From an optimization exercise on the open Yosys and OpenROAD flow, aimed at small area; shortcuts taken in it are not production practice. Function was checked by simulation only, so behaviour that the tests miss may differ from the original.

==> run B: inputs <==
## fixed_point_alu
module fixed_point_alu (
   input  logic        clock,
   input  logic        reset,
   input  logic        req_tvalid,
   output logic        req_tready,
   input  logic [71:0] req_tdata,
   output logic        rsp_tvalid,
   input  logic        rsp_tready,
   output logic [39:0] rsp_tdata
);
Settings: LEC_CHECK=0, CAP_MARGIN=20, CORE_MARGIN=2, CORE_UTILIZATION=55, CTS_BUF_LIST=sky130_fd_sc_hd__clkbuf_8 sky130_fd_sc_hd__clkbuf_16, CTS_CLUSTER_DIAMETER=80, CTS_CLUSTER_SIZE=30, PLACE_DENSITY=0.7, SLEW_MARGIN=20; clock period 12.0 ns.
run.sh (not shown) runs the stock make flow with config.mk's settings and CLKGATE_MAP_FILE= SYNTH_SCRIPT=/design/flow/synth_recipe.tcl, a recipe that flattens the netlist after the stock synthesis.
==> run C: changes against run B <==
Settings changed: CORE_UTILIZATION 55 to 40, CTS_BUF_LIST sky130_fd_sc_hd__clkbuf_8 sky130_fd_sc_hd__clkbuf_16 to not set, CTS_CLUSTER_DIAMETER 80 to not set, CTS_CLUSTER_SIZE 30 to not set, PLACE_DENSITY 0.7 to 0.6.
==> run summary <==
Result of the run: run B no timing/DRC/antenna violations; run C no timing/DRC/antenna violations
Global-route wire length before repair: run B 466200 µm; run C 484000 µm
First element of the critical path: run B c7[26]; run C s7[26]
Fill cell count: run B 15030; run C 23370
Worst hold slack after final layout: run B 0.4063 ns; run C 0.3420 ns
Final cycle utilization of the critical path: run B 0.9562; run C 0.9506
Buffers inserted during post-CTS setup optimization: run B 0; run C 3
Setup slack of the critical path after layout: run B 0.5253 ns; run C 0.5923 ns
Max Clock Skew: run B 0.06175 ns; run C 0.09817 ns
Register-to-register setup slack: run B 0.73 ns; run C 0.66 ns
Post-route insts no fill: run B 12100; run C 13250
Count of plain and timing-repair buffers in the layout: run B 411; run C 511
Die height: run B 430.3 µm; run C 503.8 µm
Overall routed net length: run B 304000 µm; run C 319100 µm
Area of the placeable core: run B 180500 µm²; run C 248400 µm²
Layout buffering overhead excluding clock cells: run B 0.03304; run C 0.03975
Number of antenna diodes: run B 7; run C 3
Length of routed wiring on met1: run B 117600 µm; run C 121500 µm


==> v1 <==
Another version of the RTL of fixed_point_alu (not shown whole).
==> flow/design.v (excerpt) <==
module fixed_point_alu (
   input  logic        clock,
   input  logic        reset,
   input  logic        req_tvalid,
   output logic        req_tready,
   input  logic [71:0] req_tdata,
   output logic        rsp_tvalid,
   input  logic        rsp_tready,
   output logic [39:0] rsp_tdata
);
clock: 12.0 ns
lec_check: 0
cap_margin: 5
core_margin: 2
core_utilization: 40
cts_buf_list: sky130_fd_sc_hd__clkbuf_4 sky130_fd_sc_hd__clkbuf_8
place_density: 0.6
slew_margin: 5
==> v35: changes against v1 <==
CAP_MARGIN = 20   (was 5)
CTS_BUF_LIST = unset   (was sky130_fd_sc_hd__clkbuf_4 sky130_fd_sc_hd__clkbuf_8)
SLEW_MARGIN = 20   (was 5)
==> impl_results.md <==
- Placed Area: 121,000 um2
- Pre-CTS WS: 0.0545 ns
- Routed WL: 346,000 um
- Routed wire per std cell: 23.2 um
- Status: complete, no violations
- Drt initial violations: 6,745
- Slew Limit Headroom: 0.172
- Min Tclk post-route: 11.60 ns
the above is filed under v35

==> impl_results.md <==
- Status: complete, no violations
- Pre-CTS WS: 0.111 ns
- Routed wire per std cell: 23.1 um
- Slew Limit Headroom: 0.0778
- Routed WL: 348,000 um
- Largest cell class: multi-input combinational cells
- Min Tclk post-route: 11.53 ns
the above is filed under v1



==> 01-28 <==
fixed_point_alu, a different RTL version from the one above (not shown whole).
Settings: LEC_CHECK=0, CAP_MARGIN=20, CORE_MARGIN=2, CORE_UTILIZATION=40, CTS_BUF_LIST=sky130_fd_sc_hd__clkbuf_8 sky130_fd_sc_hd__clkbuf_16, CTS_CLUSTER_DIAMETER=80, CTS_CLUSTER_SIZE=30, PLACE_DENSITY=0.6, SLEW_MARGIN=20; clock period 12.0 ns.
==> inputs of 09-22, as changes to 01-28 <==
--- a/flow/design.v
+++ b/flow/design.v
@@ -380,47 +380,27 @@
          on7 <= {on6, don14, don15};
          tw7 <= {tw6, dtw14, dtw15};
          s7  <= ss15;
          c7  <= cc15;
       end
    end
-   logic signed [6:0] m2_8, m1_8, m0_8, mm_8;
-   fixed_point_alu_srt_th u_th8 (.d(d7[30:28]), .m2(m2_8), .m1(m1_8), .m0(m0_8), .mm(mm_8));
+   logic signed [6:0] m2_o, m1_o, m0_o, mm_o;
+   fixed_point_alu_srt_th u_tho (.d(d7[30:28]), .m2(m2_o), .m1(m1_o), .m0(m0_o), .mm(mm_o));
    logic dsg16, don16, dtw16;
-   fixed_point_alu_srt4_sel u_sel16 (.s(s7[32:26]), .c(c7[32:26]), .m2(m2_8), .m1(m1_8), .m0(m0_8), .mm(mm_8),
+   fixed_point_alu_srt4_sel u_sel16 (.s(s7[32:26]), .c(c7[32:26]), .m2(m2_o), .m1(m1_o), .m0(m0_o), .mm(mm_o),
       .sg(dsg16), .on(don16), .tw(dtw16));
-   logic [32:0] ss16, cc16;
+   logic [32:0] ss16, cc16, pfin;
    fixed_point_alu_srt4_fa u_fa16 (.s(s7), .c(c7), .x(2'b00), .d(d7),
       .sg(dsg16), .on(don16), .tw(dtw16), .so(ss16), .co(cc16));
-   logic        v8, dv8, fl8;
-   logic [1:0]  sr8;
-   logic [31:0] d8;
-   logic        ng8;
-   logic [32:0] pfin;
-   fixed_point_alu_add33 u_pfin (.a(ss16), .b(cc16), .ci(1'b0), .s(pfin));
-   logic [16:0] sg8, on8, tw8;
-   always_ff @(posedge clock) begin
-      if (reset)    v8 <= 1'b0;
-      else if (adv) v8 <= v7;
-      if (adv) begin
-         dv8 <= dv7;
-         fl8 <= fl7;
-         sr8 <= sr7;
-         d8  <= d7;
-         sg8 <= {sg7, dsg16};
-         on8 <= {on7, don16};
-         tw8 <= {tw7, dtw16};
-         ng8 <= pfin[32];
-      end
-   end
+   assign pfin = ss16 + cc16;
    logic        ngo;
    logic [16:0] sgo, ono, two;
-   assign ngo = ng8;
-   assign sgo = sg8;
-   assign ono = on8;
-   assign two = tw8;
+   assign ngo = pfin[32];
+   assign sgo = {sg7, dsg16};
+   assign ono = {on7, don16};
+   assign two = {tw7, dtw16};
    logic [33:0] qpv, qnv, dx, dy;
    logic [36:0] dsum0, dsum1, dsum;
    logic [34:0] dr;
    logic        dovf;
    logic [31:0] res_o;
    logic [1:0]  st_o;
@@ -430,32 +410,32 @@
       for (gi = 0; gi < 17; gi = gi + 1) begin : g_q
          assign qpv[2*gi+1:2*gi] = sgo[gi] ? {two[gi], ono[gi]} : 2'b00;
          assign qnv[2*gi+1:2*gi] = sgo[gi] ? 2'b00 : {two[gi], ono[gi]};
       end
    endgenerate
    always_comb begin
-      dx    = fl8 ? qnv : qpv;
-      dy    = fl8 ? qpv : qnv;
+      dx    = fl7 ? qnv : qpv;
+      dy    = fl7 ? qpv : qnv;
       dsum0 = {3'b000, dx} + ~{3'b000, dy} + 37'd2;
       dsum1 = {3'b000, dx} + ~{3'b000, dy} + 37'd3;
-      dsum  = (ngo ^ fl8) ? dsum0 : dsum1;
+      dsum  = (ngo ^ fl7) ? dsum0 : dsum1;
       dr    = dsum[36:2];
-      if (fl8) dovf = ~((dr[34:31] == 4'b1111) | (dr[34:31] == 4'b0000));
+      if (fl7) dovf = ~((dr[34:31] == 4'b1111) | (dr[34:31] == 4'b0000));
       else       dovf = dr[34:31] != 4'b0000;
-      dovf  = dovf | sr8[0];
-      if (dv8) begin
+      dovf  = dovf | sr7[0];
+      if (dv7) begin
          cmp_o = 1'b0;
          st_o  = {1'b0, dovf};
-         res_o = dovf ? (fl8 ? 32'h80000000 : 32'h7fffffff) : dr[31:0];
+         res_o = dovf ? (fl7 ? 32'h80000000 : 32'h7fffffff) : dr[31:0];
       end else begin
-         cmp_o = fl8 & (sr8 == 2'd3);
-         st_o  = (sr8 == 2'd3) ? 2'd0 : sr8;
-         res_o = (sr8 == 2'd1) ? {fl8, {31{~fl8}}} : d8;
+         cmp_o = fl7 & (sr7 == 2'd3);
+         st_o  = (sr7 == 2'd3) ? 2'd0 : sr7;
+         res_o = (sr7 == 2'd1) ? {fl7, {31{~fl7}}} : d7;
       end
    end
-   assign rsp_valid = v8;
+   assign rsp_valid = v7;
    assign rsp_tdata = {5'd0, st_o, cmp_o, res_o};
 endmodule
 module fixed_point_alu_srt_th (
    input  logic [2:0]        d,
    output logic signed [6:0] m2,
    output logic signed [6:0] m1,
==> inputs of 02-12, as changes to 01-28 <==
--- a/flow/design.v
+++ b/flow/design.v
@@ -380,47 +380,27 @@
          on7 <= {on6, don14, don15};
          tw7 <= {tw6, dtw14, dtw15};
          s7  <= ss15;
          c7  <= cc15;
       end
    end
-   logic signed [6:0] m2_8, m1_8, m0_8, mm_8;
-   fixed_point_alu_srt_th u_th8 (.d(d7[30:28]), .m2(m2_8), .m1(m1_8), .m0(m0_8), .mm(mm_8));
+   logic signed [6:0] m2_o, m1_o, m0_o, mm_o;
+   fixed_point_alu_srt_th u_tho (.d(d7[30:28]), .m2(m2_o), .m1(m1_o), .m0(m0_o), .mm(mm_o));
    logic dsg16, don16, dtw16;
-   fixed_point_alu_srt4_sel u_sel16 (.s(s7[32:26]), .c(c7[32:26]), .m2(m2_8), .m1(m1_8), .m0(m0_8), .mm(mm_8),
+   fixed_point_alu_srt4_sel u_sel16 (.s(s7[32:26]), .c(c7[32:26]), .m2(m2_o), .m1(m1_o), .m0(m0_o), .mm(mm_o),
       .sg(dsg16), .on(don16), .tw(dtw16));
-   logic [32:0] ss16, cc16;
+   logic [32:0] ss16, cc16, pfin;
    fixed_point_alu_srt4_fa u_fa16 (.s(s7), .c(c7), .x(2'b00), .d(d7),
       .sg(dsg16), .on(don16), .tw(dtw16), .so(ss16), .co(cc16));
-   logic        v8, dv8, fl8;
-   logic [1:0]  sr8;
-   logic [31:0] d8;
-   logic        ng8;
-   logic [32:0] pfin;
-   fixed_point_alu_add33 u_pfin (.a(ss16), .b(cc16), .ci(1'b0), .s(pfin));
-   logic [16:0] sg8, on8, tw8;
-   always_ff @(posedge clock) begin
-      if (reset)    v8 <= 1'b0;
-      else if (adv) v8 <= v7;
-      if (adv) begin
-         dv8 <= dv7;
-         fl8 <= fl7;
-         sr8 <= sr7;
-         d8  <= d7;
-         sg8 <= {sg7, dsg16};
-         on8 <= {on7, don16};
-         tw8 <= {tw7, dtw16};
-         ng8 <= pfin[32];
-      end
-   end
+   assign pfin = ss16 + cc16;
    logic        ngo;
    logic [16:0] sgo, ono, two;
-   assign ngo = ng8;
-   assign sgo = sg8;
-   assign ono = on8;
-   assign two = tw8;
+   assign ngo = pfin[32];
+   assign sgo = {sg7, dsg16};
+   assign ono = {on7, don16};
+   assign two = {tw7, dtw16};
    logic [33:0] qpv, qnv, dx, dy;
    logic [36:0] dsum0, dsum1, dsum;
    logic [34:0] dr;
    logic        dovf;
    logic [31:0] res_o;
    logic [1:0]  st_o;
@@ -430,32 +410,32 @@
       for (gi = 0; gi < 17; gi = gi + 1) begin : g_q
          assign qpv[2*gi+1:2*gi] = sgo[gi] ? {two[gi], ono[gi]} : 2'b00;
          assign qnv[2*gi+1:2*gi] = sgo[gi] ? 2'b00 : {two[gi], ono[gi]};
       end
    endgenerate
    always_comb begin
-      dx    = fl8 ? qnv : qpv;
-      dy    = fl8 ? qpv : qnv;
+      dx    = fl7 ? qnv : qpv;
+      dy    = fl7 ? qpv : qnv;
       dsum0 = {3'b000, dx} + ~{3'b000, dy} + 37'd2;
       dsum1 = {3'b000, dx} + ~{3'b000, dy} + 37'd3;
-      dsum  = (ngo ^ fl8) ? dsum0 : dsum1;
+      dsum  = (ngo ^ fl7) ? dsum0 : dsum1;
       dr    = dsum[36:2];
-      if (fl8) dovf = ~((dr[34:31] == 4'b1111) | (dr[34:31] == 4'b0000));
+      if (fl7) dovf = ~((dr[34:31] == 4'b1111) | (dr[34:31] == 4'b0000));
       else       dovf = dr[34:31] != 4'b0000;
-      dovf  = dovf | sr8[0];
-      if (dv8) begin
+      dovf  = dovf | sr7[0];
+      if (dv7) begin
          cmp_o = 1'b0;
          st_o  = {1'b0, dovf};
-         res_o = dovf ? (fl8 ? 32'h80000000 : 32'h7fffffff) : dr[31:0];
+         res_o = dovf ? (fl7 ? 32'h80000000 : 32'h7fffffff) : dr[31:0];
       end else begin
-         cmp_o = fl8 & (sr8 == 2'd3);
-         st_o  = (sr8 == 2'd3) ? 2'd0 : sr8;
-         res_o = (sr8 == 2'd1) ? {fl8, {31{~fl8}}} : d8;
+         cmp_o = fl7 & (sr7 == 2'd3);
+         st_o  = (sr7 == 2'd3) ? 2'd0 : sr7;
+         res_o = (sr7 == 2'd1) ? {fl7, {31{~fl7}}} : d7;
       end
    end
-   assign rsp_valid = v8;
+   assign rsp_valid = v7;
    assign rsp_tdata = {5'd0, st_o, cmp_o, res_o};
 endmodule
 module fixed_point_alu_srt_th (
    input  logic [2:0]        d,
    output logic signed [6:0] m2,
    output logic signed [6:0] m1,
CORE_UTILIZATION = 60   (was 40)
PLACE_DENSITY = 0.75   (was 0.6)
==> inputs of 07-24, as changes to 01-28 <==
--- a/flow/design.v
+++ b/flow/design.v
@@ -380,47 +380,27 @@
          on7 <= {on6, don14, don15};
          tw7 <= {tw6, dtw14, dtw15};
          s7  <= ss15;
          c7  <= cc15;
       end
    end
-   logic signed [6:0] m2_8, m1_8, m0_8, mm_8;
-   fixed_point_alu_srt_th u_th8 (.d(d7[30:28]), .m2(m2_8), .m1(m1_8), .m0(m0_8), .mm(mm_8));
+   logic signed [6:0] m2_o, m1_o, m0_o, mm_o;
+   fixed_point_alu_srt_th u_tho (.d(d7[30:28]), .m2(m2_o), .m1(m1_o), .m0(m0_o), .mm(mm_o));
    logic dsg16, don16, dtw16;
-   fixed_point_alu_srt4_sel u_sel16 (.s(s7[32:26]), .c(c7[32:26]), .m2(m2_8), .m1(m1_8), .m0(m0_8), .mm(mm_8),
+   fixed_point_alu_srt4_sel u_sel16 (.s(s7[32:26]), .c(c7[32:26]), .m2(m2_o), .m1(m1_o), .m0(m0_o), .mm(mm_o),
       .sg(dsg16), .on(don16), .tw(dtw16));
-   logic [32:0] ss16, cc16;
+   logic [32:0] ss16, cc16, pfin;
    fixed_point_alu_srt4_fa u_fa16 (.s(s7), .c(c7), .x(2'b00), .d(d7),
       .sg(dsg16), .on(don16), .tw(dtw16), .so(ss16), .co(cc16));
-   logic        v8, dv8, fl8;
-   logic [1:0]  sr8;
-   logic [31:0] d8;
-   logic        ng8;
-   logic [32:0] pfin;
-   fixed_point_alu_add33 u_pfin (.a(ss16), .b(cc16), .ci(1'b0), .s(pfin));
-   logic [16:0] sg8, on8, tw8;
-   always_ff @(posedge clock) begin
-      if (reset)    v8 <= 1'b0;
-      else if (adv) v8 <= v7;
-      if (adv) begin
-         dv8 <= dv7;
-         fl8 <= fl7;
-         sr8 <= sr7;
-         d8  <= d7;
-         sg8 <= {sg7, dsg16};
-         on8 <= {on7, don16};
-         tw8 <= {tw7, dtw16};
-         ng8 <= pfin[32];
-      end
-   end
+   assign pfin = ss16 + cc16;
    logic        ngo;
    logic [16:0] sgo, ono, two;
-   assign ngo = ng8;
-   assign sgo = sg8;
-   assign ono = on8;
-   assign two = tw8;
+   assign ngo = pfin[32];
+   assign sgo = {sg7, dsg16};
+   assign ono = {on7, don16};
+   assign two = {tw7, dtw16};
    logic [33:0] qpv, qnv, dx, dy;
    logic [36:0] dsum0, dsum1, dsum;
    logic [34:0] dr;
    logic        dovf;
    logic [31:0] res_o;
    logic [1:0]  st_o;
@@ -430,32 +410,32 @@
       for (gi = 0; gi < 17; gi = gi + 1) begin : g_q
          assign qpv[2*gi+1:2*gi] = sgo[gi] ? {two[gi], ono[gi]} : 2'b00;
          assign qnv[2*gi+1:2*gi] = sgo[gi] ? 2'b00 : {two[gi], ono[gi]};
       end
    endgenerate
    always_comb begin
-      dx    = fl8 ? qnv : qpv;
-      dy    = fl8 ? qpv : qnv;
+      dx    = fl7 ? qnv : qpv;
+      dy    = fl7 ? qpv : qnv;
       dsum0 = {3'b000, dx} + ~{3'b000, dy} + 37'd2;
       dsum1 = {3'b000, dx} + ~{3'b000, dy} + 37'd3;
-      dsum  = (ngo ^ fl8) ? dsum0 : dsum1;
+      dsum  = (ngo ^ fl7) ? dsum0 : dsum1;
       dr    = dsum[36:2];
-      if (fl8) dovf = ~((dr[34:31] == 4'b1111) | (dr[34:31] == 4'b0000));
+      if (fl7) dovf = ~((dr[34:31] == 4'b1111) | (dr[34:31] == 4'b0000));
       else       dovf = dr[34:31] != 4'b0000;
-      dovf  = dovf | sr8[0];
-      if (dv8) begin
+      dovf  = dovf | sr7[0];
+      if (dv7) begin
          cmp_o = 1'b0;
          st_o  = {1'b0, dovf};
-         res_o = dovf ? (fl8 ? 32'h80000000 : 32'h7fffffff) : dr[31:0];
+         res_o = dovf ? (fl7 ? 32'h80000000 : 32'h7fffffff) : dr[31:0];
       end else begin
-         cmp_o = fl8 & (sr8 == 2'd3);
-         st_o  = (sr8 == 2'd3) ? 2'd0 : sr8;
-         res_o = (sr8 == 2'd1) ? {fl8, {31{~fl8}}} : d8;
+         cmp_o = fl7 & (sr7 == 2'd3);
+         st_o  = (sr7 == 2'd3) ? 2'd0 : sr7;
+         res_o = (sr7 == 2'd1) ? {fl7, {31{~fl7}}} : d7;
       end
    end
-   assign rsp_valid = v8;
+   assign rsp_valid = v7;
    assign rsp_tdata = {5'd0, st_o, cmp_o, res_o};
 endmodule
 module fixed_point_alu_srt_th (
    input  logic [2:0]        d,
    output logic signed [6:0] m2,
    output logic signed [6:0] m1,
CORE_UTILIZATION = 65   (was 40)
PLACE_DENSITY = 0.8   (was 0.6)
==> run summary <==
- Status: no timing/DRC/antenna violations
- Initial antenna violation count: 9
- FF-to-FF setup slack: 450 ps
- Syn Inst Count: 9,870
- FP Rows: 143
- Final WL: 305 mm
- Proportion of layout cells with a drive suffix above 1: 0.0713
- CP Class: flop to flop
- Reg2Reg Depth: 41
[end of results for 07-24]
==> run summary <==
- Status: no timing/DRC/antenna violations
- CP Class: flop to output port
- Routed length per instance: 24.1 um
- FF-to-FF setup slack: 670 ps
- Proportion of layout cells with a drive suffix above 1: 0.0751
- Overflow after GRT: 0
- Fmax: 0.0875 GHz
- Final WL: 318 mm
- Syn Inst Count: 9,870
[end of results for 09-22]
==> run summary <==
- Final WL: 300 mm
- Status: no timing/DRC/antenna violations
- Initial antenna violation count: 13
- FP Rows: 185
- FF-to-FF setup slack: 590 ps
- Syn Inst Count: 9,912
[end of results for 01-28]
==> run summary <==
- Proportion of layout cells with a drive suffix above 1: 0.0683
- CP Class: flop to flop
- FF-to-FF setup slack: 470 ps
- FP Rows: 149
- Status: no timing/DRC/antenna violations
- Reg2Reg Depth: 37
- Final WL: 300 mm
- Initial antenna violation count: 17
[end of results for 02-12]

## what the ideal ports hide
The results above use ideal ports. As a check the final layouts listed here were re-extracted and re-timed, cells and wires unchanged. Step 1: set_driving_cell puts a clkbuf_16 on clock and a buf_2 on each other input, an assumption about the parent block. Step 2 moves the port delays by t, midway between the first and last clock arrival at a register: inputs arrive t later, outputs are due t later. That takes back most of the time a late clock gives input paths. Slacks: ideal ports / drivers / drivers and shift; pairs: ideal ports / drivers.
run	t (ns)	setup slack, ns	slew at the worst register clock pin (ns)
run B	0.808	0.525 / 0.430 / 0.725	0.11 / 0.11
run C	0.855	0.592 / 0.493 / 0.657	0.08 / 0.08
v1	1.012	0.472 / 0.390 / 0.599	0.08 / 0.08
v35	0.904	0.402 / 0.321 / 0.696	0.08 / 0.08
01-28	0.788	0.587 / 0.587 / 0.587	0.11 / 0.11
09-22	0.828	0.569 / 0.473 / 0.672	0.11 / 0.11
02-12	0.827	0.467 / 0.467 / 0.467	0.11 / 0.11
07-24	0.822	0.450 / 0.450 / 0.450	0.11 / 0.11
After both steps every run listed still meets setup and hold.
